Source: an optimization exercise on an open RTL-to-GDS flow (aim: a short achievable clock period and few clock cycles per item). Production flows keep margins and buffers that such runs may drop.
Only simulation tests tie the RTL to the original design; equivalence was not proved.
Power is estimated from default activity; no workload was simulated.

--- design/flow/config.mk ---
export PLATFORM = sky130hd
export DESIGN_NAME = draw_fpv
export DESIGN_NICKNAME = draw_fpv
export VERILOG_FILES = /design/flow/design.v
export SDC_FILE = /design/flow/constraint.sdc
export NUM_CORES = 4
export LEC_CHECK = 0
export ABC_CLOCK_PERIOD_IN_PS = 3000
export CAP_MARGIN = 40
export CORE_MARGIN = 2
export CORE_UTILIZATION = 35
export SETUP_SLACK_MARGIN = 5
export SLEW_MARGIN = 40
export SYNTH_MEMORY_MAX_BITS = 16384
--- design/flow/constraint.sdc ---
create_clock -name core_clock -period 10.0 [get_ports {clock}]
set_input_delay 2.0000 -clock core_clock [delete_from_list [all_inputs] [get_ports {clock}]]
set_output_delay 2.0000 -clock core_clock [all_outputs]
set_load 0.01 [all_outputs]
--- design/flow/design.v ---
package fpv_pkg;
    typedef logic [2:0] cell_t;
    typedef logic [5:0] grid_x_t;
    typedef logic [4:0] grid_y_t;
    typedef logic [13:0] pos_x_t;
    typedef logic [12:0] pos_y_t;
    typedef logic [7:0] angle_t;
    typedef logic signed [8:0] step_t;
    typedef logic [7:0] depth_t;
    typedef logic [7:0] screen_x_t;
    typedef logic [6:0] screen_y_t;
    typedef logic [17:0] colour_t;
    localparam int FRAC_BITS = 8;
    localparam depth_t MAX_STEPS = 8'd255;
    function automatic step_t sine_step(input angle_t a);
        logic [3:0] idx;
        logic [5:0] mag;
        idx = a[6] ? ~a[5:2] : a[5:2];
        case (idx)
            4'd0:  mag = 6'd2;
            4'd1:  mag = 6'd5;
            4'd2:  mag = 6'd8;
            4'd3:  mag = 6'd11;
            4'd4:  mag = 6'd14;
            4'd5:  mag = 6'd16;
            4'd6:  mag = 6'd19;
            4'd7:  mag = 6'd21;
            4'd8:  mag = 6'd24;
            4'd9:  mag = 6'd26;
            4'd10: mag = 6'd27;
            4'd11: mag = 6'd29;
            4'd12: mag = 6'd30;
            4'd13: mag = 6'd31;
            default: mag = 6'd32;
        endcase
        sine_step = a[7] ? -{3'b000, mag} : {3'b000, mag};
    endfunction
endpackage
module grid_ram (
    input  logic clock,
    input  logic wr_en,
    input  logic [5:0] wr_x,
    input  logic [4:0] wr_y,
    input  logic [2:0] wr_cell,
    input  logic [4:0] ce,
    input  logic [4:0] co,
    input  logic [3:0] re,
    input  logic [3:0] ro,
    output logic [1:0][1:0][2:0] win
);
    logic [31:0] row_oh;
    logic [63:0] col_oh;
    logic [2:0] wd;
    logic [2:0][31:0][63:0] plane;
    always_ff @(posedge clock) begin
        row_oh <= wr_en ? (32'd1 << wr_y) : 32'd0;
        col_oh <= 64'd1 << wr_x;
        wd <= wr_cell;
    end
    always_ff @(posedge clock) begin
        for (int r = 0; r < 32; r++) begin
            for (int c = 0; c < 64; c++) begin
                if (row_oh[r] && col_oh[c]) begin
                    for (int p = 0; p < 3; p++) begin
                        plane[p][r][c] <= wd[p];
                    end
                end
            end
        end
    end
    logic [2:0][31:0][31:0] even_cells, odd_cells;
    logic [2:0][31:0] col_e, col_o;
    logic [3:0] re_d, ro_d;
    always_comb begin
        for (int p = 0; p < 3; p++) begin
            for (int r = 0; r < 32; r++) begin
                for (int k = 0; k < 32; k++) begin
                    even_cells[p][r][k] = plane[p][r][2*k];
                    odd_cells[p][r][k] = plane[p][r][2*k+1];
                end
            end
        end
    end
    always_ff @(posedge clock) begin
        for (int p = 0; p < 3; p++) begin
            for (int r = 0; r < 32; r++) begin
                col_e[p][r] <= pick32(even_cells[p][r], ce);
                col_o[p][r] <= pick32(odd_cells[p][r], co);
            end
        end
        re_d <= re;
        ro_d <= ro;
    end
    logic [2:0][15:0] e_even_rows, e_odd_rows, o_even_rows, o_odd_rows;
    always_comb begin
        for (int p = 0; p < 3; p++) begin
            for (int k = 0; k < 16; k++) begin
                e_even_rows[p][k] = col_e[p][2*k];
                e_odd_rows[p][k] = col_e[p][2*k+1];
                o_even_rows[p][k] = col_o[p][2*k];
                o_odd_rows[p][k] = col_o[p][2*k+1];
            end
        end
    end
    always_ff @(posedge clock) begin
        for (int p = 0; p < 3; p++) begin
            win[0][0][p] <= pick16(e_even_rows[p], re_d);
            win[0][1][p] <= pick16(e_odd_rows[p], ro_d);
            win[1][0][p] <= pick16(o_even_rows[p], re_d);
            win[1][1][p] <= pick16(o_odd_rows[p], ro_d);
        end
    end
    function automatic logic pick32(input logic [31:0] v, input logic [4:0] i);
        pick32 = v[i];
    endfunction
    function automatic logic pick16(input logic [15:0] v, input logic [3:0] i);
        pick16 = v[i];
    endfunction
endmodule
module ray_marcher #(
    parameter int COLUMNS = 160,
    parameter int SLOTS = 4
) (
    input  logic clock,
    input  logic reset,
    input  logic go,
    input  logic [7:0] angle,
    input  logic [13:0] pos_x,
    input  logic [12:0] pos_y,
    input  logic pop,
    output logic [4:0] ce,
    output logic [4:0] co,
    output logic [3:0] re,
    output logic [3:0] ro,
    input  logic [1:0][1:0][2:0] win,
    output logic push,
    output logic [17:0] res_colour,
    output logic [6:0] res_top,
    output logic [6:0] res_bot
);
    localparam int LANES = 4;
    logic busy, s1, s2, s3, s4, ld;
    logic [7:0] mc;
    logic [2:0] resv;
    logic [7:0] ray_a;
    logic signed [8:0] dx, dy;
    logic [13:0] dx3;
    logic [12:0] dy3;
    logic [LANES-1:0][13:0] ix;
    logic [LANES-1:0][12:0] iy;
    logic [LANES-1:0][13:0] lx;
    logic [LANES-1:0][12:0] ly;
    logic [7:0] j;
    logic j_last;
    logic prev_xp;
    logic iv;
    logic [5:0] c0, c1, ce_col, co_col;
    logic [4:0] r0, r1, re_row, ro_row;
    logic a_v, b_v, c_v;
    logic [7:0] a_j, b_j, c_j;
    logic a_last, b_last, c_last;
    logic [LANES-1:0] a_vert, b_vert, c_vert;
    logic [LANES-1:0] a_xp, b_xp, c_xp;
    logic [LANES-1:0] a_yp, b_yp, c_yp;
    logic [LANES-1:0][2:0] lane_cell;
    logic [LANES-1:0] stop;
    logic hit;
    logic [1:0] first;
    logic res_v;
    logic [7:0] res_n;
    logic res_vert;
    logic [2:0] res_cell;
    logic ray_start;
    logic [13:0] dx_s;
    logic [12:0] dy_s;
    logic [13:0] dx4;
    logic [12:0] dy4;
    assign ray_start = !busy && (mc != 8'(COLUMNS)) && (resv != 3'(SLOTS));
    assign dx_s = {{5{dx[8]}}, dx};
    assign dy_s = {{4{dy[8]}}, dy};
    assign dx4 = {dx_s[11:0], 2'b0};
    assign dy4 = {dy_s[10:0], 2'b0};
    always_ff @(posedge clock) begin
        if (reset) begin
            mc <= 8'(COLUMNS);
            resv <= '0;
        end else if (go) begin
            mc <= '0;
            resv <= '0;
        end else begin
            resv <= resv + 3'(ray_start) - 3'(pop);
            if (s1) mc <= mc + 8'd1;
        end
        if (reset || go) begin
            busy <= 1'b0;
            s1 <= 1'b0;
            s2 <= 1'b0;
            s3 <= 1'b0;
            s4 <= 1'b0;
            ld <= 1'b0;
        end else begin
            if (ray_start) busy <= 1'b1;
            else if (res_v) busy <= 1'b0;
            s1 <= ray_start;
            s2 <= s1;
            s3 <= s2;
            s4 <= s3;
            ld <= s4;
        end
    end
    always_ff @(posedge clock) begin
        if (s1) begin
            ray_a <= angle + mc - 8'(COLUMNS / 2);
        end
        if (s2) begin
            dx <= fpv_pkg::sine_step(ray_a + 8'd64);
            dy <= fpv_pkg::sine_step(ray_a);
        end
        if (s3) begin
            dx3 <= dx_s + {dx_s[12:0], 1'b0};
            dy3 <= dy_s + {dy_s[11:0], 1'b0};
            ix[0] <= pos_x + dx_s;
            ix[1] <= pos_x + {dx_s[12:0], 1'b0};
            ix[3] <= pos_x + dx4;
            iy[0] <= pos_y + dy_s;
            iy[1] <= pos_y + {dy_s[11:0], 1'b0};
            iy[3] <= pos_y + dy4;
        end
        if (s4) begin
            ix[2] <= pos_x + dx3;
            iy[2] <= pos_y + dy3;
        end
    end
    always_ff @(posedge clock) begin
        if (ld) begin
            lx <= ix;
            ly <= iy;
            j <= '0;
            j_last <= 1'b0;
            prev_xp <= pos_x[8];
        end else if (iv) begin
            for (int i = 0; i < LANES; i++) begin
                lx[i] <= lx[i] + dx4;
                ly[i] <= ly[i] + dy4;
            end
            j <= j + 8'd4;
            j_last <= j == 8'd248;
            prev_xp <= lx[LANES-1][8];
        end
    end
    always_ff @(posedge clock) begin
        if (reset || go || res_v) begin
            iv <= 1'b0;
        end else if (ld) begin
            iv <= 1'b1;
        end else if (j_last) begin
            iv <= 1'b0;
        end
    end
    always_comb begin
        c0 = lx[0][13:8];
        c1 = dx[8] ? c0 - 6'd1 : c0 + 6'd1;
        ce_col = c0[0] ? c1 : c0;
        co_col = c0[0] ? c0 : c1;
        r0 = ly[0][12:8];
        r1 = dy[8] ? r0 - 5'd1 : r0 + 5'd1;
        re_row = r0[0] ? r1 : r0;
        ro_row = r0[0] ? r0 : r1;
    end
    always_ff @(posedge clock) begin
        if (reset || go || res_v) begin
            a_v <= 1'b0;
            b_v <= 1'b0;
            c_v <= 1'b0;
        end else begin
            a_v <= iv;
            b_v <= a_v;
            c_v <= b_v;
        end
        ce <= ce_col[5:1];
        co <= co_col[5:1];
        re <= re_row[4:1];
        ro <= ro_row[4:1];
        a_j <= j;
        a_last <= j_last;
        for (int i = 0; i < LANES; i++) begin
            a_xp[i] <= lx[i][8];
            a_yp[i] <= ly[i][8];
        end
        a_vert[0] <= lx[0][8] != prev_xp;
        for (int i = 1; i < LANES; i++) begin
            a_vert[i] <= lx[i][8] != lx[i-1][8];
        end
        b_j <= a_j;
        b_last <= a_last;
        b_vert <= a_vert;
        b_xp <= a_xp;
        b_yp <= a_yp;
        c_j <= b_j;
        c_last <= b_last;
        c_vert <= b_vert;
        c_xp <= b_xp;
        c_yp <= b_yp;
    end
    always_comb begin
        for (int i = 0; i < LANES; i++) begin
            lane_cell[i] = win[c_xp[i]][c_yp[i]];
            stop[i] = lane_cell[i] != 3'd0;
        end
        if (c_last) begin
            stop[2] = 1'b1;
        end
        hit = c_v && !res_v && (stop != '0);
        if (stop[0]) first = 2'd0;
        else if (stop[1]) first = 2'd1;
        else if (stop[2]) first = 2'd2;
        else first = 2'd3;
    end
    always_ff @(posedge clock) begin
        if (reset) begin
            res_v <= 1'b0;
        end else begin
            res_v <= hit;
        end
        if (hit) begin
            res_n <= c_j + 8'(first) + 8'd1;
            res_vert <= c_vert[first];
            res_cell <= lane_cell[first];
        end
    end
    logic [6:0] half_h;
    logic [5:0] lvl;
    assign half_h = 7'd60 >> res_n[7:4];
    assign lvl = res_vert ? 6'h3f : 6'h30;
    always_comb begin
        push = res_v;
        if (res_n == 8'd255) begin
            res_colour = '0;
            res_top = '0;
            res_bot = '0;
        end else begin
            res_colour = {res_cell[2] ? lvl : 6'h00, res_cell[1] ? lvl : 6'h00, res_cell[0] ? lvl : 6'h00};
            res_top = 7'd60 - half_h;
            res_bot = 7'd60 + half_h;
        end
    end
endmodule
module column_drawer #(
    parameter int COLUMNS = 160,
    parameter int ROWS = 120,
    parameter int VGA_CREDITS = 4,
    parameter int SLOTS = 4
) (
    input  logic clock,
    input  logic reset,
    input  logic go,
    input  logic push,
    input  logic [17:0] push_colour,
    input  logic [6:0] push_top,
    input  logic [6:0] push_bot,
    output logic pop,
    input  logic vga_credit,
    output logic done,
    output logic vga_write,
    output logic [7:0] vga_x,
    output logic [6:0] vga_y,
    output logic [17:0] vga_colour
);
    logic [SLOTS-1:0][17:0] f_colour;
    logic [SLOTS-1:0][6:0] f_top;
    logic [SLOTS-1:0][6:0] f_bot;
    logic [1:0] wp, rp;
    logic [2:0] fcnt;
    logic p_v;
    logic [7:0] p_col;
    logic [6:0] p_row;
    logic [17:0] p_colour;
    logic p_last;
    logic [7:0] ncol;
    logic [17:0] cur_colour;
    logic [6:0] cur_top, cur_bot;
    logic [2:0] avail;
    logic room;
    logic adv;
    logic col_end;
    logic need_load;
    logic [6:0] row_inc;
    logic [17:0] h_colour;
    logic [6:0] h_top, h_bot;
    assign room = (avail > 3'd1) || (avail == 3'd1 && !vga_write);
    assign adv = p_v && (vga_credit || room);
    assign col_end = p_row == 7'(ROWS - 1);
    assign need_load = !p_v || (adv && col_end);
    assign pop = need_load && (fcnt != 3'd0);
    assign row_inc = p_row + 7'd1;
    assign h_colour = f_colour[rp];
    assign h_top = f_top[rp];
    assign h_bot = f_bot[rp];
    always_ff @(posedge clock) begin
        if (reset || go) begin
            wp <= '0;
            rp <= '0;
            fcnt <= '0;
        end else begin
            if (push) wp <= wp + 2'd1;
            if (pop) rp <= rp + 2'd1;
            fcnt <= fcnt + 3'(push) - 3'(pop);
        end
        if (push) begin
            f_colour[wp] <= push_colour;
            f_top[wp] <= push_top;
            f_bot[wp] <= push_bot;
        end
    end
    always_ff @(posedge clock) begin
        if (reset || go) begin
            p_v <= 1'b0;
            ncol <= '0;
        end else if (adv && !col_end) begin
            p_row <= row_inc;
            p_colour <= (row_inc >= cur_top && row_inc < cur_bot) ? cur_colour : '0;
            p_last <= (p_col == 8'(COLUMNS - 1)) && (row_inc == 7'(ROWS - 1));
        end else if (need_load) begin
            p_v <= pop;
            if (pop) begin
                p_col <= ncol;
                ncol <= ncol + 8'd1;
                p_row <= '0;
                p_colour <= (h_top == 7'd0 && h_bot != 7'd0) ? h_colour : '0;
                p_last <= 1'b0;
                cur_colour <= h_colour;
                cur_top <= h_top;
                cur_bot <= h_bot;
            end
        end
    end
    always_ff @(posedge clock) begin
        if (reset) begin
            vga_write <= 1'b0;
            done <= 1'b0;
            avail <= 3'(VGA_CREDITS);
        end else begin
            vga_write <= adv;
            done <= adv && p_last;
            avail <= avail - 3'(vga_write) + 3'(vga_credit);
        end
        if (adv) begin
            vga_x <= p_col;
            vga_y <= p_row;
            vga_colour <= p_colour;
        end
    end
endmodule
module draw_fpv #(
    parameter int COLUMNS = 160,
    parameter int ROWS = 120,
    parameter int VGA_CREDITS = 4
) (
    input  logic clock,
    input  logic reset,
    input  logic start,
    input  fpv_pkg::pos_x_t player_pos_x,
    input  fpv_pkg::pos_y_t player_pos_y,
    input  fpv_pkg::angle_t player_angle,
    input  logic grid_write,
    input  fpv_pkg::grid_x_t grid_write_x,
    input  fpv_pkg::grid_y_t grid_write_y,
    input  fpv_pkg::cell_t grid_write_cell,
    input  logic vga_credit,
    output logic done,
    output logic vga_write,
    output fpv_pkg::screen_x_t vga_x,
    output fpv_pkg::screen_y_t vga_y,
    output fpv_pkg::colour_t vga_colour
);
    logic go;
    fpv_pkg::pos_x_t pos_x_q;
    fpv_pkg::pos_y_t pos_y_q;
    fpv_pkg::angle_t angle_q;
    always_ff @(posedge clock) begin
        go <= start && !reset;
        pos_x_q <= player_pos_x;
        pos_y_q <= player_pos_y;
        angle_q <= player_angle;
    end
    logic [4:0] ce, co;
    logic [3:0] re, ro;
    logic [1:0][1:0][2:0] win;
    logic push, pop;
    fpv_pkg::colour_t res_colour;
    logic [6:0] res_top, res_bot;
    grid_ram ram0 (
        .clock(clock),
        .wr_en(grid_write),
        .wr_x(grid_write_x),
        .wr_y(grid_write_y),
        .wr_cell(grid_write_cell),
        .ce(ce),
        .co(co),
        .re(re),
        .ro(ro),
        .win(win)
    );
    ray_marcher #(.COLUMNS(COLUMNS)) rm0 (
        .clock(clock),
        .reset(reset),
        .go(go),
        .angle(angle_q),
        .pos_x(pos_x_q),
        .pos_y(pos_y_q),
        .pop(pop),
        .ce(ce),
        .co(co),
        .re(re),
        .ro(ro),
        .win(win),
        .push(push),
        .res_colour(res_colour),
        .res_top(res_top),
        .res_bot(res_bot)
    );
    column_drawer #(.COLUMNS(COLUMNS), .ROWS(ROWS), .VGA_CREDITS(VGA_CREDITS)) cd0 (
        .clock(clock),
        .reset(reset),
        .go(go),
        .push(push),
        .push_colour(res_colour),
        .push_top(res_top),
        .push_bot(res_bot),
        .pop(pop),
        .vga_credit(vga_credit),
        .done(done),
        .vga_write(vga_write),
        .vga_x(vga_x),
        .vga_y(vga_y),
        .vga_colour(vga_colour)
    );
endmodule
--- design/flow/run.sh ---
#!/bin/bash
# synth_recipe.tcl (not shown) runs the flow's synth.tcl, then flattens the netlist and writes it again
# the make line also repeats each setting of config.mk as NAME=value (left out here)
make -C /OpenROAD-flow-scripts/flow DESIGN_CONFIG=/design/flow/config.mk WORK_HOME=/design/flow/orfs CLKGATE_MAP_FILE= SYNTH_SCRIPT=/design/flow/synth_recipe.tcl finish
==> run summary, run 1 <==
status finished with violations; Layout Check Fails antenna violations; final RePlAce weighted congestion 0.769; P&R area growth vs syn 13.2%; ANT nets after route 2; CP Launch Type flop; most used cell, CP buf_12; floorplan core area 808000 um^2; Reg clk slew, reported paths 0.06 ns; most frequent cells in the layout 6556 x edfxtp_1, 2065 x and2_1, 2026 x mux4_2, 707 x clkbuf_16, 350 x dfxtp_1; synthesized area per cell 20.0 um^2; classification of the worst-slack hold path flop to flop; crit path DAT 5.08 ns; pin count of the biggest net entering global routing 209; Via density 5.24; Clock Sinks 7028; width of the chip 904 um; max_cap viols 0; Max FO, Critical Path 64; layout cell share with drive strength beyond 1 24.9%; Synth Cell Area 284000 um^2; post-CTS sizing 0; drt pass-1 iters 6; htree depth 6; Fin. Hold Viols 0; max-slew violations 0; CP Cell Sequence buf_12, buf_12, buf_16, buf_12, buf_16, mux4_2, mux4_2, mux2_2; Worst EP required 10.96 ns; Max Root-Sink Buffers 4; Clock Skews 0.118 ns; P per Cell Area 191 nW/um^2; Initial Util 35.1%; total number of vias 135000; CP Capture Type flop; Lkg Pwr 102 nW; # rows 330; Final period util 41.2%; number of remaining DRC errors 0; GRT Util Overall 16.4%; most common cell after layout, fill and taps aside edfxtp_1; IO Port Bufs 88; Yosys reg bits 7028; Seq/Total Area, Yosys 72.7%; root buffer cell clkbuf_16; final worst path period need 4.12 ns; CTS Hold Bufs 0; die area 818000 um^2; slowest stage delay, CP 0.62 ns; RSZ-0062 raised after global routing false; Synth Net Count 14500; final instance area 321000 um^2; Clock Latency Late Sink 1.14 ns; CTS tree done; Main synth FF type edfxtp_1; final wirelength 689 mm; DR WL/cell 26.7 um; vias in the first global route 139000; Ports 89; Rel. slew slack 37.8%; Post-synth EDFFs 6556; peak supply drop 176 uV; PnR Total Power 61.4 mW; Setup-failing EPs final 0; fin nets 14500; Inserted Clock Buffers 693; total negative setup slack 0 ns; initial antenna violation count 148; die height 904 um; slew at the pin closest to its max-slew limit 0.933 ns; first-pass GRT wire length 999 mm; Distinct cells, synth 76; drt initial violations 15500; asr flop ratio synth 0%; total grt overflow 0; warnings from Yosys 4; Crit-path slowest cell dfxtp_4; Cells after Synth 14200; DP HPWL 388 mm; post-CTS setup buffer count 0; Crit Path Class flop to flop; fmax 243 MHz; Placed Area 297000 um^2
area by class of cell:
| type | count | area [um^2] |
|---|---|---|
| Fill cell | 71600 | 486000 |
| Sequential cell | 7028 | 207000 |
| Multi-Input combinational cell | 5907 | 72400 |
| Clock buffer | 938 | 19200 |
| Tap cell | 10800 | 13500 |
| Timing Repair Buffer | 359 | 4430 |
| Clock inverter | 353 | 3530 |
| Inverter | 266 | 998 |
| Antenna cell | 178 | 445 |
cell usage after synthesis (5+ instances only):
cell	instances	area (um^2)
a211oi_1	12	90.1
a21o_1	39	293
a21oi_1	104	521
a22o_1	22	193
a31oi_1	15	93.8
and2_1	2065	12900
and3_1	15	93.8
buf_1	99	372
buf_2	109	546
buf_4	53	398
buf_6	8	90.1
clkbuf_1	719	2700
dfxtp_1	472	9450
edfxtp_1	6556	197000
fa_1	18	360
ha_1	198	2480
inv_1	266	998
mux2_2	226	2540
mux2i_1	42	420
mux4_2	2026	45600
nand2_1	144	541
nand2b_1	37	231
nand3_1	43	215
nand4_1	17	106
nand4b_1	6	52.6
nor2_1	201	754
nor2b_1	37	231
nor3_1	40	200
nor3b_1	7	52.6
nor4_1	6	37.5
o211ai_1	6	45.0
o21a_1	8	60.1
o21ai_0	153	766
o21ai_1	5	25.0
o21bai_1	37	278
o22a_1	5	43.8
o22ai_1	64	400
o2bb2ai_1	11	96.3
o31ai_1	6	45.0
o32ai_1	10	87.6
or2_2	7	43.8
or3_1	11	68.8
xnor2_1	136	1190
xor2_1	69	604
report_power, final:
group	internal [mW]	switching [mW]	total [mW]	leakage, nW
logic	1.10	1.51	2.61	27.7
clock network	14.8	11.3	26.1	11.1
registers	32.4	0.264	32.6	63.0
per-layer routing:
layer  GRT usage (%)  wire length [um]  vias up
li1                -                 -    57100
met3            2.54             55600      787
met1            23.3            288000    72000
met4            3.17             11100       16
met2            27.1            334000     5276
met5               0               106        -
cell families after synthesis:
group           after synthesis  share of synthesized area [%]
flops                      7028                           72.7
simple gates               2653                           5.53
mux                        2295                           17.1
buf+inv                    1254                           1.80
compound gates              538                           1.20
fa+ha+maj                   216                           1.00
xor+xnor                    205                          0.633
worst max-delay path, delay by kind of cell (launching register included):
kind,cells,cell delay (ns)
DFF,1,0.62
muxes,3,1.38
buffers and inverters,5,1.83
registers in the layout, summed over array words and instances (netlist names), 9 cells and up:
signal	count
cd0.cur_colour	18
cd0.f_bot	28
cd0.f_colour	72
cd0.f_top	28
cd0.p_colour	18
cd0.vga_colour	18
pos_x_q	14
pos_y_q	13
ram0.col_e	96
ram0.col_o	96
ram0.col_oh	64
ram0.plane	6144
ram0.row_oh	32
ram0.win	12
rm0.dx	9
rm0.dx3	9
rm0.dy	9
rm0.dy3	9
rm0.ix	33
rm0.iy	32
rm0.lx	33
rm0.ly	32
metrics by stage:
step / hold WS (ns) / setup WS, ns / instances / utilization (%)
2_1_floorplan: 0.310 / 0.475 / 14200 / -
3_3_place_gp: 0.310 / 4.55 / 24300 / 36.7
3_5_place_dp: 0.312 / 4.80 / 24300 / 36.8
4_1_cts: 0.307 / 5.79 / 25600 / 39.6
5_1_grt: 0.323 / 5.52 / 25600 / 39.7
6_report: 0.307 / 5.88 / 25800 / 39.8
worst paths after layout:
path	slack, ns	cells after the start	startpoint	endpoint
worst max-delay path	5.88	8	rm0.ce[0]	ram0.col_e[79]
worst min-delay path	0.31	0	rm0.b_xp[0]	rm0.c_xp[0]
worst max register to register	5.88	8	rm0.ce[0]	ram0.col_e[79]
worst min register to register	0.31	0	rm0.b_xp[0]	rm0.c_xp[0]
Testbench counts, summed over its fixed seeds: cycles 615,172, frames 32.
==> run 2, diff against run 1 <==
--- a/design/flow/design.v
+++ b/design/flow/design.v
@@ -44,4 +44,4 @@
     input  logic [2:0] wr_cell,
-    input  logic [4:0] ce,
-    input  logic [4:0] co,
+    input  logic [31:0] ce_oh,
+    input  logic [31:0] co_oh,
     input  logic [3:0] re,
@@ -59,9 +59,9 @@
     end
-    always_ff @(posedge clock) begin
-        for (int r = 0; r < 32; r++) begin
-            for (int c = 0; c < 64; c++) begin
+    for (genvar r = 0; r < 32; r++) begin : g_row
+        for (genvar c = 0; c < 64; c++) begin : g_col
+            always_ff @(posedge clock) begin
                 if (row_oh[r] && col_oh[c]) begin
-                    for (int p = 0; p < 3; p++) begin
-                        plane[p][r][c] <= wd[p];
-                    end
+                    plane[0][r][c] <= wd[0];
+                    plane[1][r][c] <= wd[1];
+                    plane[2][r][c] <= wd[2];
                 end
@@ -86,4 +86,4 @@
             for (int r = 0; r < 32; r++) begin
-                col_e[p][r] <= pick32(even_cells[p][r], ce);
-                col_o[p][r] <= pick32(odd_cells[p][r], co);
+                col_e[p][r] <= |(even_cells[p][r] & ce_oh);
+                col_o[p][r] <= |(odd_cells[p][r] & co_oh);
             end
@@ -112,5 +112,2 @@
     end
-    function automatic logic pick32(input logic [31:0] v, input logic [4:0] i);
-        pick32 = v[i];
-    endfunction
     function automatic logic pick16(input logic [15:0] v, input logic [3:0] i);
@@ -130,4 +127,4 @@
     input  logic pop,
-    output logic [4:0] ce,
-    output logic [4:0] co,
+    output logic [31:0] ce_oh,
+    output logic [31:0] co_oh,
     output logic [3:0] re,
@@ -160,2 +157,3 @@
     logic [7:0] a_j, b_j, c_j;
+    logic [5:0] c_jn;
     logic a_last, b_last, c_last;
@@ -279,4 +277,4 @@
         end
-        ce <= ce_col[5:1];
-        co <= co_col[5:1];
+        ce_oh <= 32'd1 << ce_col[5:1];
+        co_oh <= 32'd1 << co_col[5:1];
         re <= re_row[4:1];
@@ -299,2 +297,3 @@
         c_j <= b_j;
+        c_jn <= b_j[7:2] + 6'd1;
         c_last <= b_last;
@@ -324,7 +323,5 @@
         end
-        if (hit) begin
-            res_n <= c_j + 8'(first) + 8'd1;
-            res_vert <= c_vert[first];
-            res_cell <= lane_cell[first];
-        end
+        res_n <= (first == 2'd3) ? {c_jn, 2'b00} : {c_j[7:2], first + 2'd1};
+        res_vert <= c_vert[first];
+        res_cell <= lane_cell[first];
     end
@@ -382,2 +379,3 @@
     logic [2:0] avail;
+    logic credit_q;
     logic room;
@@ -389,4 +387,4 @@
     logic [6:0] h_top, h_bot;
-    assign room = (avail > 3'd1) || (avail == 3'd1 && !vga_write);
-    assign adv = p_v && (vga_credit || room);
+    assign room = (avail + 3'(credit_q)) > 3'(vga_write);
+    assign adv = p_v && room;
     assign col_end = p_row == 7'(ROWS - 1);
@@ -440,2 +438,3 @@
             done <= 1'b0;
+            credit_q <= 1'b0;
             avail <= 3'(VGA_CREDITS);
@@ -444,3 +443,4 @@
             done <= adv && p_last;
-            avail <= avail - 3'(vga_write) + 3'(vga_credit);
+            credit_q <= vga_credit;
+            avail <= avail - 3'(vga_write) + 3'(credit_q);
         end
@@ -485,3 +485,3 @@
     end
-    logic [4:0] ce, co;
+    logic [31:0] ce_oh, co_oh;
     logic [3:0] re, ro;
@@ -497,4 +497,4 @@
         .wr_cell(grid_write_cell),
-        .ce(ce),
-        .co(co),
+        .ce_oh(ce_oh),
+        .co_oh(co_oh),
         .re(re),
@@ -511,4 +511,4 @@
         .pop(pop),
-        .ce(ce),
-        .co(co),
+        .ce_oh(ce_oh),
+        .co_oh(co_oh),
         .re(re),
==> design/flow/flow/run.sh (new file) <==
#!/bin/bash
set -e
export SETUP_SLACK_MARGIN=6.4
export BUFFER_PORTS_ARGS="-buffer_cell sky130_fd_sc_hd__buf_4"
bash standard.sh MATCH_CELL_FOOTPRINT=0 "BUFFER_PORTS_ARGS=-buffer_cell sky130_fd_sc_hd__buf_4" finish > standard.log 2>&1
==> design/flow/standard.sh (new file) <==
#!/bin/bash
# synth_recipe.tcl (not shown) runs the flow's synth.tcl, then flattens the netlist and writes it again
# the make line also repeats each setting of config.mk as NAME=value (left out here)
make -C /OpenROAD-flow-scripts/flow DESIGN_CONFIG=/design/flow/config.mk WORK_HOME=/design/flow/orfs CLKGATE_MAP_FILE= SYNTH_SCRIPT=/design/flow/synth_recipe.tcl "${@:-finish}"
--- a/design/flow/config.mk
+++ b/design/flow/config.mk
@@ -10,4 +10,3 @@
 export CORE_MARGIN = 2
-export CORE_UTILIZATION = 35
-export SETUP_SLACK_MARGIN = 5
+export CORE_UTILIZATION = 45
 export SLEW_MARGIN = 40
removed: design/flow/run.sh
==> run 2 against run 1 <==
Effect of this change:
- the run now finishes clean
- first-iteration DRC count increased by 76%
- fmax increased by 11%
- cell area decreased by 5.2%
- worst hold slack got worse by 0.029 ns
- power increased by 0.27%
- global-route usage increased by 10 points
- non-clock buffer count increased by 56
- cell count decreased by 2.2%
- die area decreased by 26%
- worst setup slack improved by 0.41 ns
- wire length increased by 20%
- clock skew decreased by 0.0075 ns
- critical endpoint is now vga_y[2]
==> run summary, run 2 <==
initial antenna violation count 149; Cells after Synth 16500; P&R area growth vs syn 12.5%; Setup-failing EPs final 0; IO Port Bufs 88; Clock Sinks 7089; final instance area 304000 um^2; floorplan core area 598000 um^2; Synth Cell Area 271000 um^2; RSZ-0062 raised after global routing true; Lkg Pwr 98.1 nW; htree depth 6; Crit path max-delay family flip-flops; drt pass-1 iters 6; Initial Util 45.2%; fin nets 16600; layout cell share with drive strength beyond 1 10.6%; slew at the pin closest to its max-slew limit 1.02 ns; worst setup margin 6.29 ns; drt initial violations 27300; slowest stage delay, CP 0.45 ns; Yosys reg bits 7089; Ports 89; asr flop ratio synth 0%; total number of vias 160000; final wirelength 828 mm; dominant cells by area after synthesis edfxtp_1 73%, a22oi_1 6.4%, and2_1 4.8%; Max FO, Critical Path 1; CP Launch Type flop; Clock Skews 0.111 ns; total negative setup slack 0 ns; fmax 269 MHz; max-slew violations 0; width of the chip 779 um; DP HPWL 469 mm; CP Buf/Inv Count 1; CP Cell Sequence buf_6; area leader, netlist edfxtp_1; status no timing/DRC/antenna violations; dpl ws 6.07 ns; Via density 6.32; die area 607000 um^2; GRT Util Overall 26.5%; share of the synthesized area in the top cell type 72.6%; ANT nets after route 0; Seq/Total Area, Yosys 76.7%; Clock Latency Late Sink 1.16 ns; Fillers 48900; CTS Hold Bufs 0; die height 779 um; CTS tree done; Crit-path slowest cell edfxtp_1; total grt overflow 0; CP Capture Type output pin; Fin. Hold Viols 0; crit path DAT 1.71 ns; Crit Path Class flop to output pin; warnings from Yosys 4; Distinct cells, synth 91; final RePlAce weighted congestion 0.843; Inserted Clock Buffers 699; max FFs per register 6144; Reg clk slew, reported paths 0.06 ns; Placed Area 280000 um^2; DR WL/cell 32.8 um; Min Hold Slack 0.278 ns; Final period util 37.1%; Main synth FF type edfxtp_1; Worst EP required 8.00 ns; Synth Net Count 16800; Rel. slew slack 32.1%; pin count of the biggest net entering global routing 187; Reg with most FFs ram0.plane; biggest regs ram0.plane (6144), ram0.col_e (96), ram0.col_o (96); most frequent cells in the layout 6544 x edfxtp_1, 2308 x a22oi_1, 2067 x and2_1, 712 x clkbuf_16, 428 x nand3_1; # rows 284; Post-synth EDFFs 6544; final worst path period need 3.71 ns; vias in the first global route 152000; first-pass GRT wire length 1150 mm; root buffer cell clkbuf_16; synthesized area per cell 16.4 um^2; P per Cell Area 202 nW/um^2; max_cap viols 0; most common cell after layout, fill and taps aside edfxtp_1; peak supply drop 199 uV; top post-synthesis cells by count 6544 x edfxtp_1, 2308 x a22oi_1, 2068 x and2_1; number of remaining DRC errors 0; classification of the worst-slack hold path flop to flop; Max Root-Sink Buffers 4; count leader, synth edfxtp_1
run 2: path summary, 6_finish.rpt:
kind	slack, ns	end	from	cells after the start
setup / recovery	6.29	vga_y[2]	cd0.vga_y[2]	1
hold / removal	0.28	rm0.b_vert[2]	rm0.a_vert[2]	0
setup reg to reg	6.63	ram0.plane[540]	ram0.wd[0]	4
hold reg to reg	0.28	rm0.b_vert[2]	rm0.a_vert[2]	0
run 2: logic make-up after synthesis:
group	synth area share [%]
muxes	1.27
AOI/OAI and AO/OA	10.2
adders and majority gates	1.07
and+or+nand+nor	8.07
xor gates and xnor gates	0.649
buffers and inverters	2.08
DFF	76.7
run 2: timing repair:
| action | in CTS | in global routing |
|---|---|---|
| setup endpoints to repair | 41 | 40 |
| resized for setup | 36 | 6 |
| setup buffers | 1 | 1 |
run 2: area by class of cell:
| cell class | instances | area, um^2 | share of cell area (%) |
|---|---|---|---|
| sequential | 7089 | 208000 | 68.3 |
| antenna | 272 | 681 | 0.224 |
| multi-input combinational | 7936 | 57500 | 18.9 |
| clock buffer | 959 | 19300 | 6.33 |
| tap | 8008 | 10000 | 3.29 |
| clock inverter | 338 | 3740 | 1.23 |
| timing repair buffer | 415 | 4320 | 1.42 |
| inverter | 235 | 882 | 0.290 |
run 2: worst reg2reg max path, stage by stage (launching register included):
cell	delay (ns)
dfxtp_4	0.70
buf_12	0.36
buf_16	0.42
buf_4	0.77
buf_12	0.56
run 2: power breakdown:
part | leakage, nW | switching [mW] | internal [mW] | total (mW)
clock | 11.2 | 11.4 | 15.1 | 26.5
sequential | 63.5 | 0.376 | 32.6 | 33.0
combinational | 23.5 | 1.37 | 0.688 | 2.06
total | 98.1 | 13.1 | 48.4 | 61.5
run 2: stage by stage:
stage | std cells | util (%) | total power [mW]
floorplan | 16500 | - | 34.8
global placement | 23600 | 46.7 | 35.6
detailed placement | 23700 | 46.8 | 35.6
CTS | 25000 | 50.7 | 61.7
global route | 25000 | 50.8 | 63.1
finish | 25300 | 50.9 | 61.5
run 2: routing by layer:
layer	up-vias	share of wire [%]	global-route usage, %
li1	65800	-	-
met5	-	0.011	0
met4	16	2.6	7.03
met3	1186	13	5.25
met2	10300	45	40.2
met1	82300	40	39.5
Testbench counts of run 2, summed over its fixed seeds: cycles 615,172, frames 32.

port drivers added, routing unchanged:
In the flow no input, the clock included, has a driving cell. The finished layouts below were timed again as built, in two steps.
Step 1 sets driving cells, clkbuf_16 on the clock port and buf_2 on the other inputs (assumed; they add their load-dependent delay and slew).
Step 2 moves the port delays by t, midway between the first and last clock arrival at a register: inputs arrive t later, outputs are due t later. That takes back most of the time a late clock gives input paths.
Three values: ideal, step 1, step 2; two values: the first two.
run	t (ns)	setup WS [ns]	latest minus earliest clock arrival (ns)	worst register clock-pin slew, ns	cell pins on the clock port's net
run 1	1.246	5.877 / 5.839 / 4.770	0.142 / 0.142	0.07 / 0.07	1
run 2	1.226	6.287 / 6.166 / 6.360	0.134 / 0.134	0.07 / 0.07	1
For run 1, which loses most, drivers alone change the setup slack by -0.038 ns; drivers and shift together by -1.107 ns.
